What follows belongs to an exercise in optimizing a design on an open flow for small area and a short achievable clock period; a production flow would make more cautious choices. Function was checked by simulation only, so behaviour that the tests miss may differ from the original. Power and IR drop assume default switching activity.

==> flow/design.v (excerpt) <==
module mini_core (
    input  wire logic            clk,
    input  wire logic            rst,
    input  wire logic            instr_valid,
    input  wire logic [31:0]     instr,
    input  wire logic [4:0]      debug_addr,
    output logic                 retire_valid,
    output logic      [4:0]      retire_rd,
    output logic      [XLEN-1:0] retire_data,
    output logic                 retire_illegal,
    output logic      [XLEN-1:0] debug_data
);
Size in the first run: about 4000 cells after synthesis, about 110 I/O pins, about 57000 um^2 of cells after synthesis.
==> flow/config.mk <==
export PLATFORM = sky130hd
export DESIGN_NAME = mini_core
export DESIGN_NICKNAME = mini_core
export VERILOG_FILES = /design/flow/design.v
export SDC_FILE = /design/flow/constraint.sdc
export NUM_CORES = 4
export LEC_CHECK = 0
export CAP_MARGIN = 20
export CORE_MARGIN = 2
export CORE_UTILIZATION = 50
export CTS_BUF_LIST = sky130_fd_sc_hd__clkbuf_8
export CTS_CLUSTER_DIAMETER = 50
export CTS_CLUSTER_SIZE = 12
export PLACE_DENSITY = 0.65
export SETUP_SLACK_MARGIN = 2.8
export SLEW_MARGIN = 20
export SYNTH_HIERARCHICAL = 1
==> flow/constraint.sdc <==
create_clock -name core_clock -period 7.5 [get_ports {clk}]
set_input_delay 1.5000 -clock core_clock [delete_from_list [all_inputs] [get_ports {clk}]]
set_output_delay 1.5000 -clock core_clock [all_outputs]
set_load 0.01 [all_outputs]
standard.sh (not shown) runs the stock make flow with config.mk's settings and CLKGATE_MAP_FILE= SYNTH_SCRIPT=/design/flow/synth_recipe.tcl, a recipe that flattens the netlist after the stock synthesis.
==> flow/flow/run.sh <==
#!/bin/bash
set -euo pipefail
cd "$(dirname "$0")/.."
export CTS_ARGS="-sink_clustering_enable -repair_clock_nets -sink_clustering_size 12 -sink_clustering_max_diameter 50 -buf_list sky130_fd_sc_hd__clkbuf_8 -dont_use_dummy_load"
bash standard.sh > standard.log 2>&1
The starting point went through all stages and came out clean.
Then changed:
==> flow/run.sh (new file) <==
#!/bin/bash
# synth_recipe.tcl (not shown) runs the flow's synth.tcl, then flattens the netlist and writes it again
# the make line also repeats each setting of config.mk as NAME=value (left out here)
make -C /OpenROAD-flow-scripts/flow DESIGN_CONFIG=/design/flow/config.mk WORK_HOME=/design/flow/orfs CLKGATE_MAP_FILE= SYNTH_SCRIPT=/design/flow/synth_recipe.tcl finish
--- a/flow/config.mk
+++ b/flow/config.mk
@@ -10 +10 @@
-export CORE_UTILIZATION = 50
+export CORE_UTILIZATION = 35
@@ -14 +14 @@
-export PLACE_DENSITY = 0.65
+export PLACE_DENSITY = 0.5
removed: flow/flow/run.sh
removed: flow/standard.sh
The new run finished clean. Core utilization decreases by 17 points. Clock power increases by 32%. Clock skew decreases by 0.032 ns. Die area increases by 42%. Global-route usage decreases by 9.5 points. Worst setup slack gains 0.20 ns. Fmax increases by 4.0%. Routed wire length increases by 8.1%. Via count decreases by 0.88%. Sequential power hardly moves.


mini_core again, from the RTL that the note above started with.
==> flow/config.mk <==
export PLATFORM = sky130hd
export DESIGN_NAME = mini_core
export DESIGN_NICKNAME = mini_core
export VERILOG_FILES = /design/flow/design.v
export SDC_FILE = /design/flow/constraint.sdc
export NUM_CORES = 4
export LEC_CHECK = 0
export CAP_MARGIN = 20
export CORE_MARGIN = 2
export CORE_UTILIZATION = 35
export CTS_BUF_LIST = sky130_fd_sc_hd__clkbuf_8
export CTS_CLUSTER_DIAMETER = 60
export CTS_CLUSTER_SIZE = 16
export PLACE_DENSITY = 0.5
export SETUP_SLACK_MARGIN = 2.8
export SLEW_MARGIN = 20
export SYNTH_HIERARCHICAL = 1
==> flow/constraint.sdc <==
create_clock -name core_clock -period 7.5 [get_ports {clk}]
set_input_delay 1.5000 -clock core_clock [delete_from_list [all_inputs] [get_ports {clk}]]
set_output_delay 1.5000 -clock core_clock [all_outputs]
set_load 0.01 [all_outputs]
==> flow/flow/run.sh <==
#!/bin/bash
set -euo pipefail
cd "$(dirname "$0")/.."
export CTS_ARGS="-sink_clustering_enable -repair_clock_nets -sink_clustering_size 16 -sink_clustering_max_diameter 60 -buf_list sky130_fd_sc_hd__clkbuf_8 -dont_use_dummy_load"
bash standard.sh > standard.log 2>&1
Change:
==> flow/flow/run.sh (replaced) <==
#!/bin/bash
set -euo pipefail
cd "$(dirname "$0")/.."
export CTS_ARGS="-sink_clustering_enable -repair_clock_nets -sink_clustering_size 12 -sink_clustering_max_diameter 50 -buf_list sky130_fd_sc_hd__clkbuf_8 -dont_use_dummy_load"
bash standard.sh > standard.log 2>&1
- CTS_CLUSTER_DIAMETER: 60 -> 50
- CTS_CLUSTER_SIZE: 16 -> 12
What happened:
- core utilization increases by 0.34 points
- power increases by about 3.7%
- synthesized area does not change
- sequential share of layout area fell by 0.42 points

==> afterwards: timing with drivers on the ports <==
How much do the figures lean on ideal ports? The routed layouts below were timed once more, with nothing changed but the port constraints. Step 1 sets driving cells, clkbuf_16 on the clock port and buf_2 on the other inputs (assumed; they add their load-dependent delay and slew). Step 2, shift: input delay + t, output delay - t, t = (earliest + latest rising clock arrival at the registers) / 2. This alone moves slack from input paths to output paths. Three values: no drivers, after step 1, after step 2; two values: the first two.
run | t (ns) | setup slack, ns | worst data-port slew with drivers (ns)
the first run of note 1 | 0.889 | 2.254 / 2.191 / 1.745 | 0.07
the second run of note 1 | 1.006 | 2.457 / 2.351 / 1.787 | 0.20
the first run of note 2 | 0.913 | 2.395 / 2.293 / 1.905 | 0.20
the second run of note 2 | 0.980 | 2.455 / 2.349 / 1.834 | 0.18
After both steps setup and hold are still met in every run listed. For the second run of note 1, which loses most, drivers alone change the setup slack by -0.106 ns; drivers and shift together by -0.670 ns.
